From an optimization exercise on the open Yosys and OpenROAD flow, aimed at small area, a short achievable clock period and few clock cycles; shortcuts taken in it are not production practice.
Function was checked by simulation only, so behaviour that the tests miss may differ from the original.
Power is estimated from default activity; no workload was simulated.

==> inputs of run a <==
==> flow/design.v (excerpt) <==
module tagctrl_top #(
  parameter int unsigned RdDepth = 4,    
  parameter int unsigned DqDepth = 10    
) (
  input  logic                          clk_i,
  input  logic                          reset_i,
  input  logic                          req_valid_i,
  input  logic [31:0]                   req_addr_i,
  input  logic                          req_write_i,
  input  logic [63:0]                   req_wdata_i,
  input  logic                          req_tag_i,
  output logic                          req_ready_o,
  output logic                          rsp_valid_o,
  output logic [63:0]                   rsp_rdata_o,
  output logic                          rsp_tag_o,
  output logic                          rsp_write_o,
  output logic                          rsp_err_o,
  input  logic                          rsp_ready_i,
  output logic                          mem_req_valid_o,
  output logic [28:0]                   mem_req_addr_o,
  output logic                          mem_req_write_o,
  output logic [63:0]                   mem_req_wdata_o,
  input  logic                          mem_req_ready_i,
  input  logic                          mem_rsp_valid_i,
  input  logic [63:0]                   mem_rsp_rdata_i
);
  logic        rdy_q;                  
  logic        sv_q;                   
  logic [8:0]  s_a;                    
  logic        s_w, s_t, s_iw;
  logic [63:0] s_d;
  logic        hv_q;                   
  logic [8:0]  h_a;                    
  logic [63:0] h_d;
  logic        h_w;
  logic        h_t, h_iw, h_wc;        
  logic        mv_q;                   
  logic        h_cr;                   
  logic        take, in_iw, h_leave, h_free;
  logic        n_v, n_iw, n_w;         
  logic        rd_wait, grant, cr_ok, mv_d;
  logic [DqDepth-1:0] qv_q;            
  logic               q_push, q_pop, q_space, q_space_d;
  assign in_iw = (req_addr_i[31:12] == 20'h80000);
  assign take  = req_valid_i && rdy_q;
  assign q_space = q_space_d;
  assign h_leave = hv_q && (h_iw ? (mv_q && mem_req_ready_i) : (q_space && (h_wc || h_cr)));
  assign h_free  = !hv_q || h_leave;
  ...
==> flow/config.mk <==
export PLATFORM = sky130hd
export DESIGN_NAME = tagctrl_top
export DESIGN_NICKNAME = tagctrl_top
export VERILOG_FILES = /design/flow/design.v
export SDC_FILE = /design/flow/constraint.sdc
export NUM_CORES = 4
export LEC_CHECK = 0
export ABC_AREA = 1
export CAP_MARGIN = 40
export CORE_MARGIN = 2
export CORE_UTILIZATION = 70
export CTS_CLUSTER_DIAMETER = 100
export CTS_CLUSTER_SIZE = 24
export PLACE_DENSITY = 0.72
export SETUP_SLACK_MARGIN = 3.0
export SLEW_MARGIN = 60
export TNS_END_PERCENT = 10
==> flow/constraint.sdc <==
create_clock -name core_clock -period 5.0 [get_ports {clk_i}]
set_input_delay 1.0000 -clock core_clock [delete_from_list [all_inputs] [get_ports {clk_i}]]
set_output_delay 1.0000 -clock core_clock [all_outputs]
set_load 0.01 [all_outputs]
standard.sh (not shown) runs the stock make flow with config.mk's settings and CLKGATE_MAP_FILE= SYNTH_SCRIPT=/design/flow/synth_recipe.tcl, a recipe that flattens the netlist after the stock synthesis.
==> flow/flow/run.sh <==
#!/bin/bash
# The standard layout (the standard.sh, standard synthesis included) with two
# make settings changed:
#  - delay cells are added to the don't-use list, so the port buffers and timing
#    repair use ordinary buffers instead of slow delay buffers;
#  - timing repair may swap a cell for one of another footprint.
# Everything else (floorplan, power grid, tap cells, placement, CTS, routing) is
# the standard flow. The make output goes to flow_make.log in the work folder.
set -euo pipefail
PLATFORM_DONT_USE="sky130_fd_sc_hd__probe_p_8 sky130_fd_sc_hd__probec_p_8 sky130_fd_sc_hd__lpflow_bleeder_1 sky130_fd_sc_hd__lpflow_clkbufkapwr_1 sky130_fd_sc_hd__lpflow_clkbufkapwr_16 sky130_fd_sc_hd__lpflow_clkbufkapwr_2 sky130_fd_sc_hd__lpflow_clkbufkapwr_4 sky130_fd_sc_hd__lpflow_clkbufkapwr_8 sky130_fd_sc_hd__lpflow_clkinvkapwr_1 sky130_fd_sc_hd__lpflow_clkinvkapwr_16 sky130_fd_sc_hd__lpflow_clkinvkapwr_2 sky130_fd_sc_hd__lpflow_clkinvkapwr_4 sky130_fd_sc_hd__lpflow_clkinvkapwr_8 sky130_fd_sc_hd__lpflow_decapkapwr_12 sky130_fd_sc_hd__lpflow_decapkapwr_3 sky130_fd_sc_hd__lpflow_decapkapwr_4 sky130_fd_sc_hd__lpflow_decapkapwr_6 sky130_fd_sc_hd__lpflow_decapkapwr_8 sky130_fd_sc_hd__lpflow_inputiso0n_1 sky130_fd_sc_hd__lpflow_inputiso0p_1 sky130_fd_sc_hd__lpflow_inputiso1n_1 sky130_fd_sc_hd__lpflow_inputiso1p_1 sky130_fd_sc_hd__lpflow_inputisolatch_1 sky130_fd_sc_hd__lpflow_isobufsrc_1 sky130_fd_sc_hd__lpflow_isobufsrc_16 sky130_fd_sc_hd__lpflow_isobufsrc_2 sky130_fd_sc_hd__lpflow_isobufsrc_4 sky130_fd_sc_hd__lpflow_isobufsrc_8 sky130_fd_sc_hd__lpflow_isobufsrckapwr_16 sky130_fd_sc_hd__lpflow_lsbuf_lh_hl_isowell_tap_1 sky130_fd_sc_hd__lpflow_lsbuf_lh_hl_isowell_tap_2 sky130_fd_sc_hd__lpflow_lsbuf_lh_hl_isowell_tap_4 sky130_fd_sc_hd__lpflow_lsbuf_lh_isowell_4 sky130_fd_sc_hd__lpflow_lsbuf_lh_isowell_tap_1 sky130_fd_sc_hd__lpflow_lsbuf_lh_isowell_tap_2 sky130_fd_sc_hd__lpflow_lsbuf_lh_isowell_tap_4"
DELAY_CELLS="sky130_fd_sc_hd__clkdlybuf4s15_1 sky130_fd_sc_hd__clkdlybuf4s15_2 sky130_fd_sc_hd__clkdlybuf4s18_1 sky130_fd_sc_hd__clkdlybuf4s18_2 sky130_fd_sc_hd__clkdlybuf4s25_1 sky130_fd_sc_hd__clkdlybuf4s25_2 sky130_fd_sc_hd__clkdlybuf4s50_1 sky130_fd_sc_hd__clkdlybuf4s50_2 sky130_fd_sc_hd__dlygate4sd1_1 sky130_fd_sc_hd__dlygate4sd2_1 sky130_fd_sc_hd__dlygate4sd3_1 sky130_fd_sc_hd__dlymetal6s2s_1 sky130_fd_sc_hd__dlymetal6s4s_1 sky130_fd_sc_hd__dlymetal6s6s_1"
bash standard.sh "DONT_USE_CELLS=$PLATFORM_DONT_USE $DELAY_CELLS" MATCH_CELL_FOOTPRINT=0 finish > flow_make.log 2>&1
==> run b: changes against run a <==
--- a/flow/design.v
+++ b/flow/design.v
@@ -257,17 +257,18 @@
   output logic [63:0]                   mem_req_wdata_o,
   input  logic                          mem_req_ready_i,
   input  logic                          mem_rsp_valid_i,
   input  logic [63:0]                   mem_rsp_rdata_i
 );
+  localparam int unsigned RdPtrW = (RdDepth > 1) ? $clog2(RdDepth) : 1;
   logic        rdy_q;                  
   logic        sv_q;                   
-  logic [8:0]  s_a;                    
+  logic [28:0] s_a;
   logic        s_w, s_t, s_iw;
   logic [63:0] s_d;
   logic        hv_q;                   
-  logic [8:0]  h_a;                    
+  logic [28:0] h_a;                    
   logic [63:0] h_d;
   logic        h_w;
   logic        h_t, h_iw, h_wc;        
   logic        mv_q;                   
   logic        h_cr;                   
@@ -320,48 +321,57 @@
         default:        cr_q <= cr_q;
       endcase
     end
   end
   logic [255:0] tags_q;
-  logic [15:0]  h_hi, h_lo;
+  logic [15:0]  h_whi, h_wlo, h_rhi, h_rlo;
   logic [7:0]   n_idx;
-  logic [15:0]  n_hi, n_lo;
-  logic         h_wq, h_rd;            
+  logic [15:0]  n_whi, n_wlo, n_rhi, n_rlo;
   logic [15:0]  w_grp;                 
   logic [15:0]  grp_tag_q;             
   assign n_idx = sv_q ? s_a[8:1] : req_addr_i[11:4];
   always_comb begin
     for (int j = 0; j < 16; j++) begin
-      n_hi[j] = (n_idx[7:4] == 4'(j));
-      n_lo[j] = (n_idx[3:0] == 4'(j));
+      n_whi[j] = n_v && n_w && (n_idx[7:4] == 4'(j));
+      n_wlo[j] = (n_idx[3:0] == 4'(j));
+      n_rhi[j] = !n_w && (n_idx[7:4] == 4'(j));
+      n_rlo[j] = (n_idx[3:0] == 4'(j));
     end
   end
   always_ff @(posedge clk_i) begin
     if (reset_i) begin
-      h_hi <= '1;
-      h_lo <= '1;
-      h_wq <= 1'b1;
-      h_t  <= 1'b0;
+      h_whi <= '0;
     end else if (h_free) begin
-      h_hi <= n_hi;
-      h_lo <= n_lo;
-      h_wq <= n_v && n_iw && n_w;
-      h_t  <= sv_q ? s_t : req_tag_i;
+      h_whi <= n_whi;
     end
   end
-  assign h_rd  = h_iw && !h_wc;
-  assign w_grp = h_hi & {16{h_wq}};
+  always_ff @(posedge clk_i) begin
+    if (h_free) begin
+      h_rhi <= n_rhi;
+      h_rlo <= n_rlo;
+    end
+  end
+  always_ff @(posedge clk_i) begin
+    if (reset_i) begin
+      h_wlo <= '0;
+    end else if (h_free) begin
+      h_wlo <= n_wlo;
+    end
+  end
+  assign w_grp = h_whi & {16{h_iw}};
   always_ff @(posedge clk_i) begin
     for (int i = 0; i < 256; i++) begin
-      if (w_grp[i/16] && h_lo[i%16]) begin
+      if (reset_i) begin
+        tags_q[i] <= 1'b0;
+      end else if (w_grp[i/16] && h_wlo[i%16]) begin
         tags_q[i] <= h_t;
       end
     end
   end
   always_ff @(posedge clk_i) begin
     for (int j = 0; j < 16; j++) begin
-      grp_tag_q[j] <= h_rd && h_hi[j] && |(tags_q[16*j +: 16] & h_lo);
+      grp_tag_q[j] <= h_rhi[j] && |(tags_q[16*j +: 16] & h_rlo);
     end
   end
   logic [DqDepth-1:0] qe_q, qw_q, qt_q;   
   logic               new_e, new_w, new_t;
   logic               dh_v, dh_e, dh_w, dh_t, dh_rd;
@@ -402,11 +412,11 @@
       end
     end
   end
   logic [63:0]        rd_mem [RdDepth];
   logic [RdDepth-1:0] fv_q;
-  logic [RdDepth-1:0] fwp_q, frp_q;     
+  logic [RdPtrW-1:0]  fwp_q, frp_q;
   logic               f_ne_q;          
   logic               f_push, f_pop;
   always_ff @(posedge clk_i) begin
     for (int k = 0; k < RdDepth; k++) begin
       if (!fv_q[k]) rd_mem[k] <= mem_rsp_rdata_i;
@@ -421,27 +431,18 @@
   assign o_load     = o_free && o_next;
   assign q_pop      = o_load;
   assign release_rd = o_load && dh_rd;
   assign f_pop      = o_load && dh_rd && f_ne_q;
   assign f_push     = mem_rsp_valid_i && !(o_load && dh_rd && !f_ne_q);
-  logic [RdDepth-1:0] o_sel_f;
-  logic               o_sel_m;
-  logic [63:0]        o_data;
-  always_comb begin
-    for (int k = 0; k < RdDepth; k++) o_sel_f[k] = dh_rd && f_ne_q && frp_q[k];
-    o_sel_m = dh_rd && !f_ne_q;
-    o_data  = {64{o_sel_m}} & mem_rsp_rdata_i;
-    for (int k = 0; k < RdDepth; k++) o_data = o_data | ({64{o_sel_f[k]}} & rd_mem[k]);
-  end
   always_ff @(posedge clk_i) begin
     if (reset_i) begin
       o_rdata <= '0;
       o_tag   <= 1'b0;
       o_write <= 1'b0;
       o_err   <= 1'b0;
     end else if (o_free) begin
-      o_rdata <= o_data;
+      o_rdata <= !dh_rd ? 64'd0 : (f_ne_q ? rd_mem[frp_q] : mem_rsp_rdata_i);
       o_tag   <= dh_t;
       o_write <= dh_w;
       o_err   <= dh_e;
     end
   end
@@ -454,35 +455,36 @@
       hv_q   <= 1'b0;
       mv_q   <= 1'b0;
       ov_q   <= 1'b0;
       qv_q   <= '0;
       fv_q   <= '0;
-      fwp_q  <= RdDepth'(1);
-      frp_q  <= RdDepth'(1);
+      fwp_q  <= '0;
+      frp_q  <= '0;
       f_ne_q <= 1'b0;
     end else begin
       rdy_q <= !sv_d;
       sv_q  <= sv_d;
       if (h_free) hv_q <= n_v;
       mv_q  <= mv_d;
       if (o_free) ov_q <= o_next;
       if (q_push && !q_pop)      qv_q <= {qv_q[DqDepth-2:0], 1'b1};
       else if (q_pop && !q_push) qv_q <= {1'b0, qv_q[DqDepth-1:1]};
       if (f_push) begin
-        fwp_q <= {fwp_q[RdDepth-2:0], fwp_q[RdDepth-1]};
+        fv_q[fwp_q] <= 1'b1;
+        fwp_q       <= (fwp_q == RdPtrW'(RdDepth - 1)) ? '0 : fwp_q + 1'b1;
       end
       if (f_pop) begin
-        frp_q <= {frp_q[RdDepth-2:0], frp_q[RdDepth-1]};
+        fv_q[frp_q] <= 1'b0;
+        frp_q       <= (frp_q == RdPtrW'(RdDepth - 1)) ? '0 : frp_q + 1'b1;
       end
-      fv_q <= (fv_q | (fwp_q & {RdDepth{f_push}})) & ~(frp_q & {RdDepth{f_pop}});
-      if (f_pop) f_ne_q <= |(fv_q & {frp_q[RdDepth-2:0], frp_q[RdDepth-1]}) || f_push;
+      if (f_pop) f_ne_q <= fv_q[(frp_q == RdPtrW'(RdDepth - 1)) ? '0 : frp_q + 1'b1] || f_push;
       else       f_ne_q <= f_ne_q || f_push;
     end
   end
   always_ff @(posedge clk_i) begin
     if (!sv_q) begin
-      s_a  <= req_addr_i[11:3];
+      s_a  <= req_addr_i[31:3];
       s_w  <= req_write_i;
       s_d  <= req_wdata_i;
       s_t  <= req_tag_i;
       s_iw <= in_iw;
     end
@@ -496,30 +498,32 @@
       if (sv_q) begin
         h_a <= s_a;
         h_w <= s_w;
         h_d <= s_d;
       end else begin
-        h_a <= req_addr_i[11:3];
+        h_a <= req_addr_i[31:3];
         h_w <= req_write_i;
         h_d <= req_wdata_i;
       end
     end
   end
   always_ff @(posedge clk_i) begin
     if (h_free) begin
       if (sv_q) begin
         h_wc  <= s_w;
+        h_t   <= s_t;
         h_iw  <= s_iw;
       end else begin
         h_wc  <= req_write_i;
+        h_t   <= req_tag_i;
         h_iw  <= in_iw;
       end
     end
   end
   assign req_ready_o     = rdy_q;
   assign mem_req_valid_o = mv_q;
-  assign mem_req_addr_o  = {20'h80000, h_a};
+  assign mem_req_addr_o  = h_a;
   assign mem_req_write_o = h_w;
   assign mem_req_wdata_o = h_d;
   assign rsp_valid_o     = ov_q;
   assign rsp_rdata_o     = o_rdata;
   assign rsp_tag_o       = o_tag;
==> flow/config.mk (replaced) <==
export PLATFORM = sky130hd
export DESIGN_NAME = tagctrl_top
export DESIGN_NICKNAME = tagctrl_top
export VERILOG_FILES = /design/flow/design.v
export SDC_FILE = /design/flow/constraint.sdc
export NUM_CORES = 4
export LEC_CHECK = 0
export CAP_MARGIN = 40
export CORE_MARGIN = 2
export CORE_UTILIZATION = 70
export CTS_CLUSTER_DIAMETER = 100
export CTS_CLUSTER_SIZE = 24
export PLACE_DENSITY = 0.72
export SETUP_SLACK_MARGIN = 3.0
export SLEW_MARGIN = 40
export TNS_END_PERCENT = 10
==> comparison <==
Run a completed with no timing, DRC or antenna violations. Run b passed the timing, DRC and antenna checks. Clock skew is about the same in run a and run b. Of run b and run a, run a has the higher combinational power (gap 19%, measured against run a). Against run a, the sequential share of layout area of run b is lower by 8.5 points. Between run a and run b, the lower global-route usage is in run a (gap 1.8 points). Of run a and run b, run b has the higher flip-flop and latch count (gap 67). Against run b, the synthesized cell count of run a is smaller by about 21%.
==> figures <==
| item | run a | run b |
|---|---|---|
| Core Box Area | 0.04528 mm2 | 0.05099 mm2 |
| Number of buffers created by CTS | 41 | 44 |
| Sequential cell area | 0.02227 mm2 | 0.02140 mm2 |
| CTS sink count | 847 | 914 |
| Detailed-routed wire length on met2 | 40.75 mm | 47.87 mm |
| First-pass DRT Iterations | 8 | 9 |
| Run status | timing/DRC/antenna clean | timing/DRC/antenna clean |
| Flop+latch power | 8340 uW | 8380 uW |
| Area used by multi-input combinational logic | 0.008626 mm2 | 0.01338 mm2 |
| Die width | 217.8 um | 230.6 um |
| Worst-Skew Late Latency | 600 ps | 630 ps |
| First-pass GRT wire length | 124.2 mm | 150.5 mm |
| Number of standard cells after synthesis | 2,894 | 3,680 |
Testbench counts of run a, summed over its fixed seeds: cycles 15,692.
Testbench counts of run b, summed over its fixed seeds: cycles 15,692.

[what the ideal ports hide]
In the flow no input, the clock included, has a driving cell. The finished layouts below were timed again as built, in two steps.
Step 1 (the two cells are an assumption about what drives the block):
set clk [get_ports {clk_i}]
set_driving_cell -lib_cell sky130_fd_sc_hd__clkbuf_16 $clk
set_driving_cell -lib_cell sky130_fd_sc_hd__buf_2 [delete_from_list [all_inputs] $clk]
Step 2 adds t to the input delays and takes it off the output delays; t is the mean of the earliest and latest rising clock arrival at the registers after step 1. Input paths then give back, and output paths get back, about the clock's delay inside the block.
Three values: ideal, step 1, step 2; two values: the first two.
run | t, ns | slack for setup (ns) | worst data-port slew with drivers (ns)
run a | 0.649 | 2.905 / 2.854 / 2.432 | 0.10
run b | 0.670 | 2.860 / 2.797 / 2.250 | 0.13
After both steps every run listed still meets setup and hold. For run b, which loses most, drivers alone change the setup slack by -0.063 ns; drivers and shift together by -0.610 ns.
